This is an optimization exercise on Yosys and OpenROAD, whose aim is small area and few clock cycles, not a production implementation. Function was checked by simulation only, so behaviour that the tests miss may differ from the original. Power is estimated from default activity; no workload was simulated.

[flow/config.mk]
export PLATFORM = sky130hd
export DESIGN_NAME = d_domain
export DESIGN_NICKNAME = d_domain
export VERILOG_FILES = /design/flow/design.v
export SDC_FILE = /design/flow/constraint.sdc
export NUM_CORES = 4
export LEC_CHECK = 0
export CAP_MARGIN = 20
export CORE_MARGIN = 2
export CORE_UTILIZATION = 40
export SLEW_MARGIN = 20
[flow/constraint.sdc]
create_clock -name core_clock -period 5.0 [get_ports {ui_clk}]
set_input_delay 1.0000 -clock core_clock [delete_from_list [all_inputs] [get_ports {ui_clk}]]
set_output_delay 1.0000 -clock core_clock [all_outputs]
set_load 0.01 [all_outputs]
[flow/design.v]
`timescale 1ns/1ps
`timescale 1ns/1ps
`timescale 1ns/1ps
`timescale 1ns/1ps
`timescale 1ns/1ps
`timescale 1ns/1ps
`timescale 1ns/1ps
`timescale 1ns/1ps
`default_nettype none
module d_domain (
    input  logic         ui_clk,
    input  logic         rst,
    input  logic         p2d_cmd_valid,
    output logic         p2d_cmd_ready,
    input  logic [31:0]  p2d_cmd,
    input  logic         p2d_data_valid,
    output logic         p2d_data_ready,
    input  logic [255:0] p2d_data,
    input  logic         a2d_cmd_valid,
    output logic         a2d_cmd_ready,
    input  logic [31:0]  a2d_cmd,
    input  logic         calib_done,
    input  logic         app_rdy,
    input  logic         app_wdf_rdy,
    output logic         d2p_cmd_valid,
    input  logic         d2p_cmd_ready,
    output logic [31:0]  d2p_cmd,
    output logic         d2a_cmd_valid,
    input  logic         d2a_cmd_ready,
    output logic [31:0]  d2a_cmd,
    output logic         app_en,
    output logic [2:0]   app_cmd,
    output logic [28:0]  app_addr,
    output logic         app_wdf_wren,
    output logic [255:0] app_wdf_data,
    output logic         app_wdf_end,
    output logic [31:0]  app_wdf_mask,
    output logic [1:0]   cfg_asic_mode,
    output logic [15:0]  cfg_training_epochs,
    output logic [15:0]  cfg_inference_epochs,
    output logic [1:0]   cfg_dataset,
    output logic [15:0]  cfg_timesteps,
    output logic [15:0]  cfg_input_size,
    output logic         cfg_long_streaming,
    output logic         cfg_binary_classifier,
    output logic         cfg_loser_encourage
);
    logic [16:0] p2d_pay;
    logic        is_cfg, is_win, is_td;
    always_comb begin
        p2d_pay = p2d_cmd[31:15];
        is_cfg  = (p2d_cmd[14:0] == 15'd1);
        is_win  = (p2d_cmd[14:0] == 15'd4);
        is_td   = (a2d_cmd[14:0] == 15'd2);
    end
    logic        d2a_v;
    logic [16:0] d2a_pay;
    logic [5:0]  cfg_cnt;
    logic        seq_full;
    logic        cfg_ready;
    logic        cfg_fire;
    logic        td_fire;
    always_comb begin
        seq_full  = (cfg_cnt == 6'd39);
        cfg_ready = !d2a_v || d2a_cmd_ready;
        cfg_fire  = p2d_cmd_valid && is_cfg && cfg_ready;
    end
    always_ff @(posedge ui_clk) begin
        if (rst) begin
            d2a_v <= 1'b0;
        end else if (cfg_ready) begin
            d2a_v <= cfg_fire;
        end
        if (cfg_ready) begin
            d2a_pay <= p2d_pay;
        end
    end
    always_comb begin
        d2a_cmd_valid = d2a_v;
        d2a_cmd       = {d2a_pay, 15'd1};
    end
    logic [15:0] cfg_d;
    logic [8:0]  cfg_ld;
    always_comb begin
        cfg_d = p2d_pay[15:0] & {16{!rst}};
        for (int i = 0; i < 9; i++) begin
            cfg_ld[i] = rst || (cfg_fire && cfg_cnt == 6'(i));
        end
    end
    always_ff @(posedge ui_clk) begin
        if (rst) begin
            cfg_cnt <= '0;
        end else if (td_fire) begin
            cfg_cnt <= '0;
        end else if (cfg_fire && !seq_full) begin
            cfg_cnt <= cfg_cnt + 1'b1;
        end
        if (cfg_ld[0]) cfg_asic_mode         <= cfg_d[1:0];
        if (cfg_ld[1]) cfg_training_epochs   <= cfg_d;
        if (cfg_ld[2]) cfg_inference_epochs  <= cfg_d;
        if (cfg_ld[3]) cfg_dataset           <= cfg_d[1:0];
        if (cfg_ld[4]) cfg_timesteps         <= cfg_d;
        if (cfg_ld[5]) cfg_input_size        <= cfg_d;
        if (cfg_ld[6]) cfg_long_streaming    <= cfg_d[0];
        if (cfg_ld[7]) cfg_binary_classifier <= cfg_d[0];
        if (cfg_ld[8]) cfg_loser_encourage   <= cfg_d[0];
    end
    logic [28:0]  base;        
    logic [28:0]  last;        
    logic         last_ok;     
    logic [1:0]   win_idx;
    logic [28:3]  wa;          
    logic [10:0]  pmod;        
    logic [12:0]  pacc;        
    logic         wen;
    logic [255:0] wdata;
    logic [28:0]  addr;
    logic         done_hit;
    logic         prog_hit;
    logic         hit;
    logic         pend_v;      
    logic         pend_done;   
    logic         blk;
    logic         win_fire;
    logic         wr_fire;
    always_comb begin
        addr     = {wa, base[2:0]};
        done_hit = wen && last_ok && (addr == last);
        prog_hit = wen && (pmod == 11'd1249);
        hit      = done_hit || prog_hit;
        blk      = pend_v || hit;
        win_fire = p2d_cmd_valid && is_win && !blk;
        p2d_data_ready = app_rdy && app_wdf_rdy && !blk;
        wr_fire  = p2d_data_valid && p2d_data_ready && !rst;
    end
    always_comb begin
        if (is_cfg) begin
            p2d_cmd_ready = cfg_ready;
        end else if (is_win) begin
            p2d_cmd_ready = !blk;
        end else begin
            p2d_cmd_ready = 1'b1;
        end
    end
    always_ff @(posedge ui_clk) begin
        wen   <= wr_fire;
        wdata <= wr_fire ? p2d_data : '0;
    end
    always_ff @(posedge ui_clk) begin
        if (rst) begin
            base    <= '0;
            last    <= '0;
            last_ok <= 1'b1;
            win_idx <= '0;
            wa      <= '0;
            pmod    <= '0;
            pacc    <= '0;
        end else if (win_fire) begin
            case (win_idx)
                2'd0: begin
                    base[15:0] <= p2d_pay[15:0];
                    wa         <= {base[28:16], p2d_pay[15:3]};
                end
                2'd1: begin
                    base[28:16] <= p2d_pay[12:0];
                    wa          <= {p2d_pay[12:0], base[15:3]};
                end
                2'd2: begin
                    last[15:0] <= p2d_pay[15:0];
                    wa         <= base[28:3];
                end
                default: begin
                    last[28:16] <= p2d_pay[12:0];
                    last_ok     <= (p2d_pay[15:13] == 3'd0);
                    wa          <= base[28:3];
                end
            endcase
            win_idx <= win_idx + 1'b1;
            pmod    <= '0;
            pacc    <= '0;
        end else if (wen) begin
            wa <= wa + 1'b1;
            if (pmod == 11'd1249) begin
                pmod <= '0;
                pacc <= pacc + 13'd625;
            end else begin
                pmod <= pmod + 1'b1;
            end
        end
    end
    always_comb begin
        app_en       = wen;
        app_cmd      = 3'b000;
        app_addr     = wen ? addr : '0;
        app_wdf_wren = wen;
        app_wdf_data = wdata;
        app_wdf_end  = wen;
        app_wdf_mask = '0;
    end
    logic        d2p_v;
    logic [2:0]  d2p_op;
    logic [16:0] d2p_pay;
    logic        rdy_sent;
    logic        rdy_due;
    logic        load;
    logic        ev_take;
    always_comb begin
        load    = !d2p_v || d2p_cmd_ready;
        rdy_due = calib_done && !rdy_sent;
        ev_take = load && !rdy_due && pend_v;
        td_fire = a2d_cmd_valid && is_td && seq_full && load && !rdy_due && !pend_v;
        a2d_cmd_ready = is_td ? (seq_full && load && !rdy_due && !pend_v) : 1'b1;
    end
    always_ff @(posedge ui_clk) begin
        if (rst) begin
            pend_v <= 1'b0;
        end else if (hit) begin
            pend_v <= 1'b1;
        end else if (ev_take) begin
            pend_v <= 1'b0;
        end
        if (hit) begin
            pend_done <= done_hit;
        end
    end
    always_ff @(posedge ui_clk) begin
        if (rst) begin
            d2p_v    <= 1'b0;
            rdy_sent <= 1'b0;
        end else if (load) begin
            if (rdy_due) begin
                d2p_v    <= 1'b1;
                d2p_op   <= 3'd3;
                d2p_pay  <= '0;
                rdy_sent <= 1'b1;
            end else if (pend_v) begin
                d2p_v   <= 1'b1;
                d2p_op  <= pend_done ? 3'd5 : 3'd6;
                d2p_pay <= pend_done ? 17'd0 : {pacc, 4'd0};
            end else if (td_fire) begin
                d2p_v   <= 1'b1;
                d2p_op  <= 3'd2;
                d2p_pay <= a2d_cmd[31:15];
            end else begin
                d2p_v <= 1'b0;
            end
        end
    end
    always_comb begin
        d2p_cmd_valid = d2p_v;
        d2p_cmd       = {d2p_pay, 12'd0, d2p_op};
    end
endmodule
`default_nettype wire
[flow/run.sh]
#!/bin/bash
# synth_recipe.tcl (not shown) runs the flow's synth.tcl, then flattens the netlist and writes it again
# the make line also repeats each setting of config.mk as NAME=value (left out here)
make -C /OpenROAD-flow-scripts/flow DESIGN_CONFIG=/design/flow/config.mk WORK_HOME=/design/flow/orfs CLKGATE_MAP_FILE= SYNTH_SCRIPT=/design/flow/synth_recipe.tcl finish
==> results of run 1 <==
[cells in the mapped netlist (16+ instances only)]
cell,n,share of area
dfxtp_1,378,0.44
a211oi_1,28,0.012
nor2_1,81,0.018
inv_1,27,0.0059
xnor2_1,35,0.018
nor4_1,16,0.0058
nand2_1,32,0.0070
buf_4,68,0.030
clkbuf_1,57,0.012
nand2b_1,81,0.029
xor2_1,45,0.023
a22oi_1,26,0.011
and2_1,289,0.10
nand4_1,23,0.0083
mux2i_1,60,0.035
edfxtp_1,109,0.19
[logic make-up after synthesis]
family | Yosys count | share of synthesized area
flops | 487 | 0.6273
mux | 60 | 0.03476
buf+inv | 167 | 0.05315
xor+xnor | 80 | 0.04055
compound gates | 94 | 0.04105
other cells | 2 | 0.0004346
fa+ha+maj | 12 | 0.008688
simple gates | 578 | 0.1940
==> notes.md, run 1 <==
status aborted with a tool error; Last stage 3_2_place_iop; stop err [ERROR PPL-0024] Number of IO pins (793) exceeds maximum number of available positions (760). Increase the die perimeter from 847.40um to 1078.48um.; EDFF count, synth 109; initial core utilization 0.4029; register area share after synthesis 0.6273; gate count after technology mapping around 1500; Die Span Y 211.9 um; Synth cell types 50; Placement Rows between 70 and 80; Cell Area, Synth 0.01728 mm^2; Post-synth top flop dfxtp_1; Die W 211.9 um; Synth Warn # 1; Synth Register Bits 487; async set-or-reset flop fraction in the synthesized netlist 0; Avg Inst Size Synth 11.68 um^2
Testbench counts, summed over its fixed seeds: cycles 27,101.
==> run 2: changes to the inputs <==
--- a/flow/config.mk
+++ b/flow/config.mk
@@ -8,4 +8,4 @@
 export CAP_MARGIN = 20
-export CORE_MARGIN = 2
-export CORE_UTILIZATION = 40
+export CORE_AREA = 10 10 310 310
+export DIE_AREA = 0 0 320 320
 export SLEW_MARGIN = 20
==> run 2 against run 1 <==
Now clean on timing, DRC and antenna. Area after synthesis did not move. Synthesized cell count did not move.
==> notes.md, run 2 <==
share of layout cells above drive strength 1 0.05973; commonest non-fill, non-tap cell in the layout clkdlybuf4s50_1; Final Hold Violating Endpoints 0; Synth cell types 50; WS Path Type flop to primary output; worst path required time 4.00 ns; Slew HR 0.3515; Arr. time, crit path 3.24 ns; Filler Cells Inserted roughly 9000; HP Class flop to flop; Net count, final about 2600; RSZ-0062 raised after global routing false; Sw Ratio 0.2247; grt total ovfl 0; port bufs 730; Pwr Total 9548 uW; most frequent cell after synthesis dfxtp_1; Clock Sinks 487; Place WS 1.168 ns; Post-synth top flop dfxtp_1; Hold-fix buffers, CTS 0; Die W 320 um; first-pass GRT wire length 113100 um; switching power roughly 2100 uW; routability cong. 0.8541; register area share after synthesis 0.6273; Peak VDD IR 0.2661 mV; part of the power in the clock network 0.490; clock buffer depth 3; vias in the first global route 13770; Synth Register Bits 487; Cell Area, Placed 0.02565 mm^2; Placement Rows 109; drt wl/cell approximately 24 um; status no timing/DRC/antenna violations; design area 0.02781 mm^2; I/O pins roughly 800; setup TNS 0 ns; number of gates resized after CTS 0; Final HPWL DP 66960 um; gate count after technology mapping between 1000 and 1500; DRC errors left 0; Gate power share 0.075; CTS root buffer clkbuf_16; startpoint class of the critical path flop; htree depth 2; ANT nets after route 0; worst skew pair latency 0.65 ns; Post-CTS Setup Inserts 0; fin util 0.3133; Final min period approximately 4.2 ns; Core Area 0.08878 mm^2; Cell Area, Synth about 0.017 mm^2; largest net degree at the start of global routing between 150 and 200; area leader, netlist dfxtp_1; clk_skew approximately 0.058 ns; final number of max-transition violations 0; commonest cells in the netlist dfxtp_1, and2_1, edfxtp_1; number of flip-flops in the largest register 256; sequential power share 0.436; initial core utilization 0.1946; P_leak about 0.011 uW; Final WS setup 0.7571 ns; Reg clk slew, reported paths 0.06 ns; synth-to-layout area growth 60.95%; Avg Inst Size Synth 11.68 um^2; DR pass1 iterations 5; total CTS buffers 58; Crit Path Max Fanout 12; WL final 83220 um; die footprint 0.1024 mm^2; async set-or-reset flop fraction in the synthesized netlist 0; internal power consumption 7403 uW; initial antenna violation count 56; most used cells in the layout excluding fill and tap cells clkdlybuf4s50_1, dfxtp_1, and2_1; Synth Warn # 1; Die Span Y roughly 320 um; PD cells 343.3 mW/mm^2; Final Cycle Share 0.8486; ranking of synthesized cells by area dfxtp_1, edfxtp_1, and2_1; Max Cap Viol 0; final count of negative-setup-slack endpoints 0; CTS tree done; Worst-Margin Slew 0.9593 ns; CP endpoint kind primary output; Tot GR Track Use 0.1555; Reg with most FFs wdata; EDFF count, synth between 100 and 150; top cell type's share of synthesized area 0.4379; Largest regs wdata x256, base x29, last x29; Avg Vias per Cell approximately 3.9; via count 13280; first-iteration detailed-routing DRC count 756; fmax 235.7 MHz
run 2: cell counts after synthesis:
No cell type changed its count.
run 2: logic make-up (layout without fill, tap and decap cells):
group / count (synthesis) / after routing / synth area share
compound gates: 94 / 94 / 0.04105
fa+ha+maj: 12 / 12 / 0.008688
flops: 487 / 487 / 0.6273
mux: 60 / 60 / 0.03476
xor+xnor: 80 / 80 / 0.04055
simple gates: 578 / 578 / 0.1940
other cells: 2 / 67 / 0.0004346
buf+inv: 167 / 887 / 0.05315
run 2: worst paths after layout:
path              slack [ns]  cells after the start     start        endpoint
hold / removal          0.47                      2  rdy_sent        rdy_sent
setup / recovery        0.76                      6       wen  p2d_data_ready
setup reg to reg        1.93                      7       wen      wdata[100]
hold reg to reg         0.47                      2  rdy_sent        rdy_sent
run 2: stage by stage:
stage          cells  hold WS, ns
2_1_floorplan   1540       0.4280
3_3_place_gp    3314       0.4406
3_5_place_dp    3314       0.4569
4_1_cts         3424       0.4716
5_1_grt         3426       0.4886
6_report        3430       0.4740
run 2: per-layer routing:
| layer | track usage | share of wire | vias to the layer above |
|---|---|---|---|
| li1 | - | - | 6254 |
| met1 | 0.1536 | 0.34 | 6279 |
| met2 | 0.2855 | 0.52 | 563 |
| met3 | 0.08058 | 0.12 | 177 |
| met4 | 0.03449 | 0.025 | 6 |
| met5 | 0 | 0.00048 | - |
run 2: layout make-up:
| cell class | instances | area (um^2) | area share |
|---|---|---|---|
| Antenna cell | 5 | 12.51 | 0.0004499 |
| Clock buffer | 77 | 1684 | 0.06055 |
| Clock inverter | 33 | 464.2 | 0.01669 |
| Inverter | 28 | 105.1 | 0.003779 |
| Multi-Input combinational cell | 886 | 5768 | 0.2074 |
| Sequential cell | 487 | 10840 | 0.3898 |
| Tap cell | 1165 | 1458 | 0.05241 |
| Timing Repair Buffer | 749 | 7480 | 0.2689 |
run 2: power by group through the flow:
stage	sequential (uW)	clock, uW	combinational [uW]
after global routing	4170	4970	764
after global placement	4240	0	722
after CTS	4160	4820	724
final	4160	4680	714
after floorplan	4290	0	169
after detailed placement	4240	0	718
run 2: worst max-delay path, stage by stage (launching register included):
cell	delay, ns
dfxtp_2	0.65
clkinv_1	0.48
nor4_1	0.57
buf_4	0.23
or2_2	0.12
nor2_1	0.04
clkdlybuf4s50_1	0.51
==> run 3: changes to the inputs <==
==> flow/flow/run.sh (new file) <==
#!/bin/bash
# Standard ORFS layout, with the port buffers made from the smallest buffer
# cell instead of the one buffer_ports picks by default.
set -euo pipefail
bash standard.sh \
  BUFFER_PORTS_ARGS="-buffer_cell sky130_fd_sc_hd__buf_1" \
  finish > make_finish.log 2>&1
==> flow/standard.sh (new file) <==
#!/bin/bash
# synth_recipe.tcl (not shown) runs the flow's synth.tcl, then flattens the netlist and writes it again
# the make line also repeats each setting of config.mk as NAME=value (left out here)
make -C /OpenROAD-flow-scripts/flow DESIGN_CONFIG=/design/flow/config.mk WORK_HOME=/design/flow/orfs CLKGATE_MAP_FILE= SYNTH_SCRIPT=/design/flow/synth_recipe.tcl "${@:-finish}"
removed: flow/run.sh
==> run 3 against run 2 <==
Critical path depth up 1. Clock skew down 0.020 ns. Non-clock buffer count down 8. Highest routed layer unchanged. Combinational power down about 40%. Utilization down 5.3 points. Worst hold slack about the same. Critical path type unchanged. Wire length down 2.7%. Synthesized cell count unchanged. Maximum frequency down 0.24%. First-iteration DRC count up 2.1%. Sequential power about the same. Final area down 17%.
==> notes.md, run 3 <==
first-pass GRT wire length 110700 um; fin util 0.2603; WS Path Type flop to primary output; final count of negative-setup-slack endpoints 0; EDFF count, synth 109; design area 0.02311 mm^2; ranking of synthesized cells by area dfxtp_1, edfxtp_1, and2_1; Core Area 0.08878 mm^2; vias in the first global route 13870; Final Hold Violating Endpoints 0; area leader, netlist dfxtp_1; worst reg2reg path depth 7; Reg clk slew, reported paths 0.07 ns; Synth cell types 50; Sw Ratio 0.2347; Inst Count DP around 3300; Net count, final 2543; most used cells in the layout excluding fill and tap cells buf_1, dfxtp_1, and2_1; Die W between 300 and 400 um; worst skew pair latency around 0.66 ns; Arr. time, crit path 3.25 ns; status no timing/DRC/antenna violations; CTS root buffer clkbuf_16; Hold-fix buffers, CTS 0; commonest cells in the netlist dfxtp_1, and2_1, edfxtp_1; slowest cell on the critical path nor2_1; startpoint class of the critical path flop; switching power 2148 uW; Largest regs wdata x256, base x29, last x29; Clock Sinks 487; gate count after technology mapping 1480; worst path cell trace xor2_1, nor4_1, nand4_1, nor2_1, o311ai_0, a21o_1, buf_1; port bufs 730; CP endpoint kind primary output; Reg with most FFs wdata; clock buffer depth 3; Placement Rows between 100 and 150; ANT nets after route 0; internal power consumption 7004 uW; part of the power in the clock network 0.498; register area share after synthesis 0.6273; Final HPWL DP between 60000 and 70000 um; Post-CTS Setup Inserts 0; P_leak 0.008941 uW; Die Span Y 320 um; top cell type's share of synthesized area 0.4379; CTS tree done; Worst Hold Depth 2; Cell Area, Placed 0.02102 mm^2; Avg Inst Size Synth roughly 12 um^2; Final Cycle Share 0.8506; number of flip-flops in the largest register 256; DR pass1 iterations 5; Avg Vias per Cell 3.877; synth-to-layout area growth 33.73%; Post-synth top flop dfxtp_1; final number of max-transition violations 0; share of layout cells above drive strength 1 0.05511; Synth Warn # 1; Max Cap Viol 0; Crit Path Max Fanout 7; die footprint slightly above 0.1 mm^2; via count 13270; Synth Register Bits 487; CP max stage delay 0.67 ns; sequential power share 0.455; grt total ovfl 0; WL final 80990 um; PD cells just under 400 mW/mm^2; largest net degree at the start of global routing 154; initial core utilization 0.1946; Final min period 4.253 ns; GRT met2 Usage 0.2771; most frequent cell after synthesis dfxtp_1; HP Class flop to flop; Worst-Margin Slew 1.003 ns; Cell Area, Synth 0.01728 mm^2; async set-or-reset flop fraction in the synthesized netlist 0; number of gates resized after CTS 0; Tot GR Track Use 0.1508; first-iteration detailed-routing DRC count 772; fmax between 200 and 250 MHz; setup TNS 0 ns; met3 Use GR 0.06081; DRC errors left 0; GR Layer Usage met1 0.1570; Peak VDD IR 0.2608 mV; Slew HR 0.3249; Hold Worst Slack between 0.4 and 0.5 ns; routability cong. 0.8485; drt wl/cell about 24 um; Post-Layout Cell Count between 3000 and 4000; GR peak layer met2; commonest non-fill, non-tap cell in the layout buf_1; RSZ-0062 raised after global routing false; I/O pins 793; initial antenna violation count 49; total CTS buffers 57; Gate power share 0.047; clk_skew 0.03781 ns; worst path required time around 4 ns; htree depth 2
## run 3: cell families after synthesis
group	after synthesis	share of synthesized area
compound gates	94	0.04105
xor+xnor	80	0.04055
fa+ha+maj	12	0.008688
buf+inv	167	0.05315
flops	487	0.6273
mux	60	0.03476
other cells	2	0.0004346
simple gates	578	0.1940
## run 3: cell type report
| cell class | instances | area [um^2] |
|---|---|---|
| Multi-Input combinational cell | 886 | 5768 |
| Fill cell | 9592 | 65680 |
| Timing Repair Buffer | 741 | 2849 |
| Sequential cell | 487 | 10840 |
| Clock buffer | 70 | 1578 |
| Antenna cell | 7 | 17.52 |
| Tap cell | 1165 | 1458 |
| Clock inverter | 38 | 491.7 |
| Inverter | 28 | 105.1 |
## run 3: metrics by stage
| step | power (uW) | worst slack [ns] |
|---|---|---|
| 3_3_place_gp | 4683 | 1.158 |
| 2_1_floorplan | 4460 | 1.465 |
| 3_5_place_dp | 4682 | 1.163 |
| 6_report | 9153 | 0.7469 |
| 5_1_grt | 9498 | 0.5633 |
| 4_1_cts | 9295 | 0.6455 |
## run 3: final timing paths
path	from	to	slack, ns
hold / removal	base[8]	base[8]	0.47
hold reg to reg	base[8]	base[8]	0.47
setup reg to reg	wa[7]	wdata[143]	1.84
setup / recovery	wa[7]	p2d_cmd_ready	0.75
## run 3: per-layer routing
| metal | vias to the layer above | share of wire |
|---|---|---|
| li1 | 6236 | - |
| met1 | 6297 | 0.36 |
| met2 | 569 | 0.52 |
| met3 | 158 | 0.094 |
| met4 | 8 | 0.024 |
| met5 | - | 0.00070 |
## run 3: worst max-delay path: cells and delay by family (launching register included)
family	cells	cell delay, ns
AND/OR/NAND/NOR	3	1.44
AO/OA/AOI/OAI	2	0.45
flip-flops	1	0.38
XOR/XNOR	1	0.19
buffers and inverters	1	0.13
## run 3: power by group through the flow
stage	Combinational, uW	Clock (uW)	Sequential, uW
2_1_floorplan	169	0	4290
3_3_place_gp	436	0	4250
3_5_place_dp	434	0	4250
4_1_cts	438	4690	4160
5_1_grt	476	4850	4170
6_report	431	4560	4160
==> run 4: changes to the inputs <==
==> flow/flow/run.sh (replaced) <==
#!/bin/bash
# Standard ORFS layout with two changes:
#  - port buffers use the smallest buffer cell (buf_1) instead of the default pick;
#  - the clock tree uses clkbuf_8 with larger sink clusters and no dummy loads.
set -euo pipefail
bash standard.sh \
  BUFFER_PORTS_ARGS="-buffer_cell sky130_fd_sc_hd__buf_1" \
  CTS_ARGS="-sink_clustering_enable -repair_clock_nets -dont_use_dummy_load -buf_list sky130_fd_sc_hd__clkbuf_8 -sink_clustering_size 12 -sink_clustering_max_diameter 100" \
  finish > make_finish.log 2>&1
==> run 4 against run 3 <==
Still clean on timing, DRC and antenna. Wire length shrank 0.31%. Via count shrank 1.3%. Utilization shrank 1.5 points. Synthesized cell count is the same. Sequential share of layout area grew 3.0 points.
==> notes.md, run 4 <==
total CTS buffers 50; most used cells in the layout excluding fill and tap cells buf_1, dfxtp_1, and2_1; register area share after synthesis 0.6273; Worst-Margin Slew 1.005 ns; Largest regs wdata x256, base x29, last x29; Core Area 0.08878 mm^2; worst path cell trace xor2_1, nor4_1, nand4_1, nor2_1, o311ai_0, a21o_1, buf_1; Setup crit start wa[7]; WL final slightly above 80000 um; Clock Sinks 487; via count 13090; Arr. time, crit path 3.26 ns; Avg Inst Size Synth 11.68 um^2; die footprint 0.1024 mm^2; Final Cycle Share 0.8526; Cell Area, Synth 0.01728 mm^2; status no timing/DRC/antenna violations; ranking of synthesized cells by area dfxtp_1, edfxtp_1, and2_1; gate count after technology mapping 1480; startpoint class of the critical path flop; first-pass GRT wire length 110100 um; synth-to-layout area growth 25.78%; top cell type's share of synthesized area 0.4379; Synth Register Bits between 400 and 500; port bufs 730; CP endpoint kind primary output; Crit Path Max Fanout 7; CP max stage delay 0.67 ns; Peak VDD IR ~0.23 mV; Placement Rows around 110; Max Cap Viol 0; WS Path Type flop to primary output; DR pass1 iterations 7; Reg clk slew, reported paths 0.09 ns; share of layout cells above drive strength 1 0.03422; setup TNS 0 ns; RSZ-0062 raised after global routing false; worst path required time about 4.0 ns; P_leak 0.008288 uW; WP buf/inv 1; clock buffer depth 3; Net count, final around 2500; slowest cell on the critical path nor2_1; Final Hold Violating Endpoints 0; area leader, netlist dfxtp_1; CTS tree done; htree depth 2; HP Start base[24]; Hold-fix buffers, CTS 0; CTS root buffer clkbuf_8; Synth Warn # 1; number of flip-flops in the largest register ~260; Avg Vias per Cell 3.889; drt wl/cell around 24 um; number of gates resized after CTS 0; Final min period 4.263 ns; Final HPWL DP 65580 um; Tot GR Track Use 0.1501; I/O pins 793; DRC errors left 0; final count of negative-setup-slack endpoints 0; final number of max-transition violations 0; Reg with most FFs wdata; Post-CTS Setup Inserts 0; clk_skew 0.08233 ns; Pwr Total roughly 6900 uW; first-iteration detailed-routing DRC count roughly 800; reg2reg start wa[7]; Synth cell types 50; Die Span Y between 300 and 400 um; fmax between 200 and 250 MHz; commonest cells in the netlist dfxtp_1, and2_1, edfxtp_1; Slew HR 0.3238; initial core utilization 0.1946; vias in the first global route ~14000; ANT nets after route 0; most frequent cell after synthesis dfxtp_1; commonest non-fill, non-tap cell in the layout buf_1; PD cells 315.7 mW/mm^2; EDFF count, synth approximately 110; largest net degree at the start of global routing 154; async set-or-reset flop fraction in the synthesized netlist 0; worst skew pair latency 0.69 ns; HP Class flop to flop; Die W 320 um; CP delay by family, top simple AND/OR/NAND/NOR gates; routability cong. between 0.8 and 0.9; grt total ovfl 0; Post-synth top flop dfxtp_1; initial antenna violation count 49
run 4: cells by family (layout without fill, tap and decap cells):
family | Yosys count | in the layout | synth area share
compound gates | 94 | 94 | 0.04105
mux | 60 | 60 | 0.03476
fa+ha+maj | 12 | 12 | 0.008688
other cells | 2 | 72 | 0.0004346
flops | 487 | 487 | 0.6273
simple gates | 578 | 578 | 0.1940
xor+xnor | 80 | 80 | 0.04055
buf+inv | 167 | 819 | 0.05315
run 4: per-stage QoR:
step | hold slack (ns) | setup slack [ns] | area [um^2] | cells | util
2_1_floorplan | 0.4280 | 1.465 | 17510 | 1540 | -
6_report | 0.4739 | 0.7371 | 21730 | 3367 | 0.2448
3_5_place_dp | 0.4670 | 1.163 | 21020 | 3307 | 0.2368
5_1_grt | 0.4483 | 0.5169 | 21720 | 3362 | 0.2447
4_1_cts | 0.4136 | 0.6109 | 21710 | 3357 | 0.2445
3_3_place_gp | 0.4398 | 1.158 | 21020 | 3307 | 0.2368
run 4: final cells by class:
class                   count  area [um^2]
multi-input cells         886         5768
clock buffers              50        688.2
well taps                1165         1458
inverters                  28        105.1
repair buffers            741         2849
flip-flops and latches    487        10840
fillers                  9697        67050
diodes                     10        25.02
run 4: power breakdown:
group	total (uW)	internal, uW	switching [uW]
clock network	2280	886	1390
logic	429	147	282
registers	4160	4120	35.6
run 4: worst reg2reg max path: cells and delay by family (launching register included):
kind	cells	cell delay, ns
xor+xnor	1	0.19
flops	1	0.39
buf+inv	1	0.22
simple gates	5	2.19
run 4: metal layers:
metal,vias up,track usage,share of wire,wire [um]
met1,6234,0.1581,0.36,29460
met4,6,0.04342,0.027,2185
li1,6156,-,-,-
met3,158,0.05822,0.090,7235
met5,-,0,0.00057,46
met2,540,0.2736,0.52,41820
run 4: path summary, 6_finish.rpt:
path	endpoint	slack (ns)	cells after the start
worst min-delay path	base[24]	0.47	2
worst min register to register	base[24]	0.47	2
worst max-delay path	p2d_cmd_ready	0.74	7
worst max register to register	wdata[143]	1.89	7
==> run 5: changes to the inputs <==
--- a/flow/design.v
+++ b/flow/design.v
@@ -200,3 +200,3 @@
     logic        d2p_v;
-    logic [2:0]  d2p_op;
+    logic [1:0]  d2p_op;
     logic [16:0] d2p_pay;
@@ -232,3 +232,3 @@
                 d2p_v    <= 1'b1;
-                d2p_op   <= 3'd3;
+                d2p_op   <= 2'd1;
                 d2p_pay  <= '0;
@@ -237,3 +237,3 @@
                 d2p_v   <= 1'b1;
-                d2p_op  <= pend_done ? 3'd5 : 3'd6;
+                d2p_op  <= pend_done ? 2'd2 : 2'd3;
                 d2p_pay <= pend_done ? 17'd0 : {pacc, 4'd0};
@@ -241,3 +241,3 @@
                 d2p_v   <= 1'b1;
-                d2p_op  <= 3'd2;
+                d2p_op  <= 2'd0;
                 d2p_pay <= a2d_cmd[31:15];
@@ -250,3 +250,3 @@
         d2p_cmd_valid = d2p_v;
-        d2p_cmd       = {d2p_pay, 12'd0, d2p_op};
+        d2p_cmd       = {d2p_pay, 12'd0, d2p_op[1], !(d2p_op == 2'd2), ^d2p_op};
     end
==> flow/flow/run.sh (replaced) <==
#!/bin/bash
# Standard ORFS layout with these changes:
#  - port buffers use the smallest buffer cell (buf_1) instead of the default pick;
#  - the clock tree uses clkbuf_8 with larger sink clusters and no dummy loads;
#  - constant outputs keep the synthesized tie cells (no tie-per-pin repair).
set -euo pipefail
bash standard.sh \
  BUFFER_PORTS_ARGS="-buffer_cell sky130_fd_sc_hd__buf_1" \
  CTS_ARGS="-sink_clustering_enable -repair_clock_nets -dont_use_dummy_load -buf_list sky130_fd_sc_hd__clkbuf_8 -sink_clustering_size 12 -sink_clustering_max_diameter 100" \
  SKIP_REPAIR_TIE_FANOUT=1 \
  finish > make_finish.log 2>&1
==> run 5 against run 4 <==
Sequential power barely moved. Critical endpoint unchanged. Largest cell class unchanged. Non-clock buffer count up 4. Wire length decreased by 0.93%. Sequential share of layout area is 0.61 points higher. Via count increased by 2.7%. Largest power group unchanged. Still clean. Critical path type unchanged.
==> notes.md, run 5 <==
Crit Path Max Fanout 7; reg2reg start wa[19]; Max Cap Viol 0; status no timing/DRC/antenna violations; Clock Sinks 486; gate count after technology mapping around 1500; drt wl/cell 24.23 um; largest net degree at the start of global routing 145; most frequent cell after synthesis dfxtp_1; setup TNS 0 ns; Setup crit start wa[19]; Worst-Margin Slew 1.077 ns; initial antenna violation count 23; startpoint class of the critical path flop; ranking of synthesized cells by area dfxtp_1, edfxtp_1, and2_1; DR pass1 iterations 5; clock buffer depth 3; port bufs 730; worst skew pair latency 0.69 ns; Synth Warn # 1; fmax 232.5 MHz; Largest regs wdata x256, base x29, last x29; Peak VDD IR 0.2355 mV; Final Cycle Share 0.8601; commonest non-fill, non-tap cell in the layout buf_1; number of gates resized after CTS 0; Hold-fix buffers, CTS 0; Reg with most FFs wdata; Synth Register Bits 486; Slew HR 0.2811; die footprint 0.1024 mm^2; Cell Area, Synth roughly 0.017 mm^2; clk_skew 0.09953 ns; routability cong. slightly below 0.9; worst path required time around 4.0 ns; Die W 320 um; via count roughly 13000; total CTS buffers 48; Die Span Y 320 um; multi-input logic area 0.005477 mm^2; Placement Rows 109; initial core utilization 0.1958; register area share after synthesis 0.6219; HP Class input port to flop; DRC errors left 0; RSZ-0062 raised after global routing false; FF+latch area 0.01081 mm^2; top cell type's share of synthesized area 0.4353; ANT nets after route 0; Filler Cells Inserted 9740; Avg Vias per Cell slightly above 4; final number of max-transition violations 0; Final Hold Violating Endpoints 0; Synth cell types 56; Tot GR Track Use 0.1478; async set-or-reset flop fraction in the synthesized netlist 0; CP endpoint kind primary output; CTS root buffer clkbuf_8; Post-CTS Setup Inserts 0; EDFF count, synth 108; CTS tree done; htree depth 2; area leader, netlist dfxtp_1; I/O pins 793; grt total ovfl 0; WL final 79990 um; Net count, final 2474; share of layout cells above drive strength 1 0.03992; synth-to-layout area growth 23.18%; Avg Inst Size Synth 11.76 um^2; Core Area between 0.08 and 0.09 mm^2; Reg clk slew, reported paths approximately 0.10 ns; P_leak 0.007620 uW; number of flip-flops in the largest register 256; WS Path Type flop to primary output; Final HPWL DP 65100 um; most used cells in the layout excluding fill and tap cells buf_1, dfxtp_1, and2_1; first-pass GRT wire length around 110000 um; final count of negative-setup-slack endpoints 0; commonest cells in the netlist dfxtp_1, and2_1, edfxtp_1; vias in the first global route 13500; PD cells 318.6 mW/mm^2; Final min period between 4 and 5 ns; first-iteration detailed-routing DRC count roughly 900; HP Start p2d_data[93]; Post-synth top flop dfxtp_1; Arr. time, crit path ~3.3 ns; fin util 0.2412
run 5: cell types whose count changed after synthesis, sizes merged, moves of 37 or more:
cell / before / now
nand3b: 2 / 62
o21ai: 0 / 60
mux2i: 60 / 2
nand2b: 81 / 25
nor2: 81 / 44
run 5: final timing paths:
path | end | slack [ns] | cells after the start
setup / recovery | p2d_cmd_ready | 0.70 | 7
hold / removal | wdata[93] | 0.49 | 2
setup reg to reg | pmod[2] | 1.63 | 7
hold reg to reg | rdy_sent | 0.49 | 2
run 5: logic make-up (layout without fill, tap and decap cells):
family,count (synthesis),count (layout),share of synthesized area
AO/OA/AOI/OAI,164,164,0.06615
AND/OR/NAND/NOR,565,565,0.1991
adder cells (fa/ha/maj),13,13,0.009357
other,2,10,0.0004320
flip-flops,486,486,0.6219
buffers and inverters,173,824,0.06514
multiplexers,2,2,0.001152
XOR/XNOR,73,73,0.03678
run 5: final cells by class:
cell class | instances | area share
inverter | 31 | 0.005434
tap | 1165 | 0.06808
multi-input combinational | 819 | 0.2558
clock buffer | 48 | 0.03085
sequential | 486 | 0.5049
antenna | 8 | 0.0009350
timing repair buffer | 745 | 0.1340
run 5: stage by stage:
stage                     total power (uW)  area [um^2]  std cells  hold slack [ns]  setup WS, ns
final                                 6821        21410       3302           0.4895        0.6993
after global routing                  7106        21400       3299           0.4287        0.3736
after CTS                             6941        21360       3294           0.3748        0.6192
after detailed placement              4698        20700       3246           0.4757         1.329
after global placement                4699        20700       3246           0.4692         1.381
after floorplan                       4460        17380       1478           0.4355         1.535
run 5: routing by layer:
layer / routed length (um) / vias to the layer above / track usage
li1: - / 6220 / -
met1: 29580 / 6440 / 0.1584
met2: 40630 / 670 / 0.2665
met3: 7159 / 116 / 0.05229
met4: 2622 / 0 / 0.05038
met5: 0 / - / 0
run 5: power by group:
part / switching, uW / leakage, uW / internal [uW] / total, uW
clock: 1370 / 0.000345 / 853 / 2220
combinational: 304 / 0.00317 / 147 / 451
sequential: 38.1 / 0.00411 / 4110 / 4150
total: 1710 / 0.00762 / 5110 / 6820
run 5: critical path, stage by stage (launching register included):
cell,delay [ns]
dfxtp_1,0.39
xor2_1,0.18
nor4_1,0.58
nand4_2,0.41
o21ai_4,0.39
o21ai_0,0.12
a2111o_1,0.43
buf_1,0.14
Testbench counts of run 5, summed over its fixed seeds: cycles 27,101.

## static timing again, ports no longer ideal
In the flow no input, the clock included, has a driving cell. The finished layouts below were timed again as built, in two steps. Step 1 (the two cells are an assumption about what drives the block):
set clk [get_ports {ui_clk}]
set_driving_cell -lib_cell sky130_fd_sc_hd__clkbuf_16 $clk
set_driving_cell -lib_cell sky130_fd_sc_hd__buf_2 [delete_from_list [all_inputs] $clk]
Step 2 adds t to the input delays and takes it off the output delays; t is the mean of the earliest and latest rising clock arrival at the registers after step 1. Input paths then give back, and output paths get back, about the clock's delay inside the block. Slacks: no drivers / after step 1 / after step 2; pairs: no drivers / after step 1.
run | t, ns | setup slack, ns | worst setup path after step 2 | worst slew at a driven data input, ns | pins driven straight from the clock port
run 2 | 0.668 | 0.757 / 0.707 / 1.193 | input to register | 0.19 | 1
run 3 | 0.688 | 0.747 / 0.695 / 1.202 | input to register | 0.21 | 1
run 4 | 0.679 | 0.737 / 0.690 / 1.217 | input to register | 0.22 | 1
run 5 | 0.697 | 0.699 / 0.648 / 1.265 | input to register | 0.20 | 1
After both steps setup and hold are still met in every run listed.
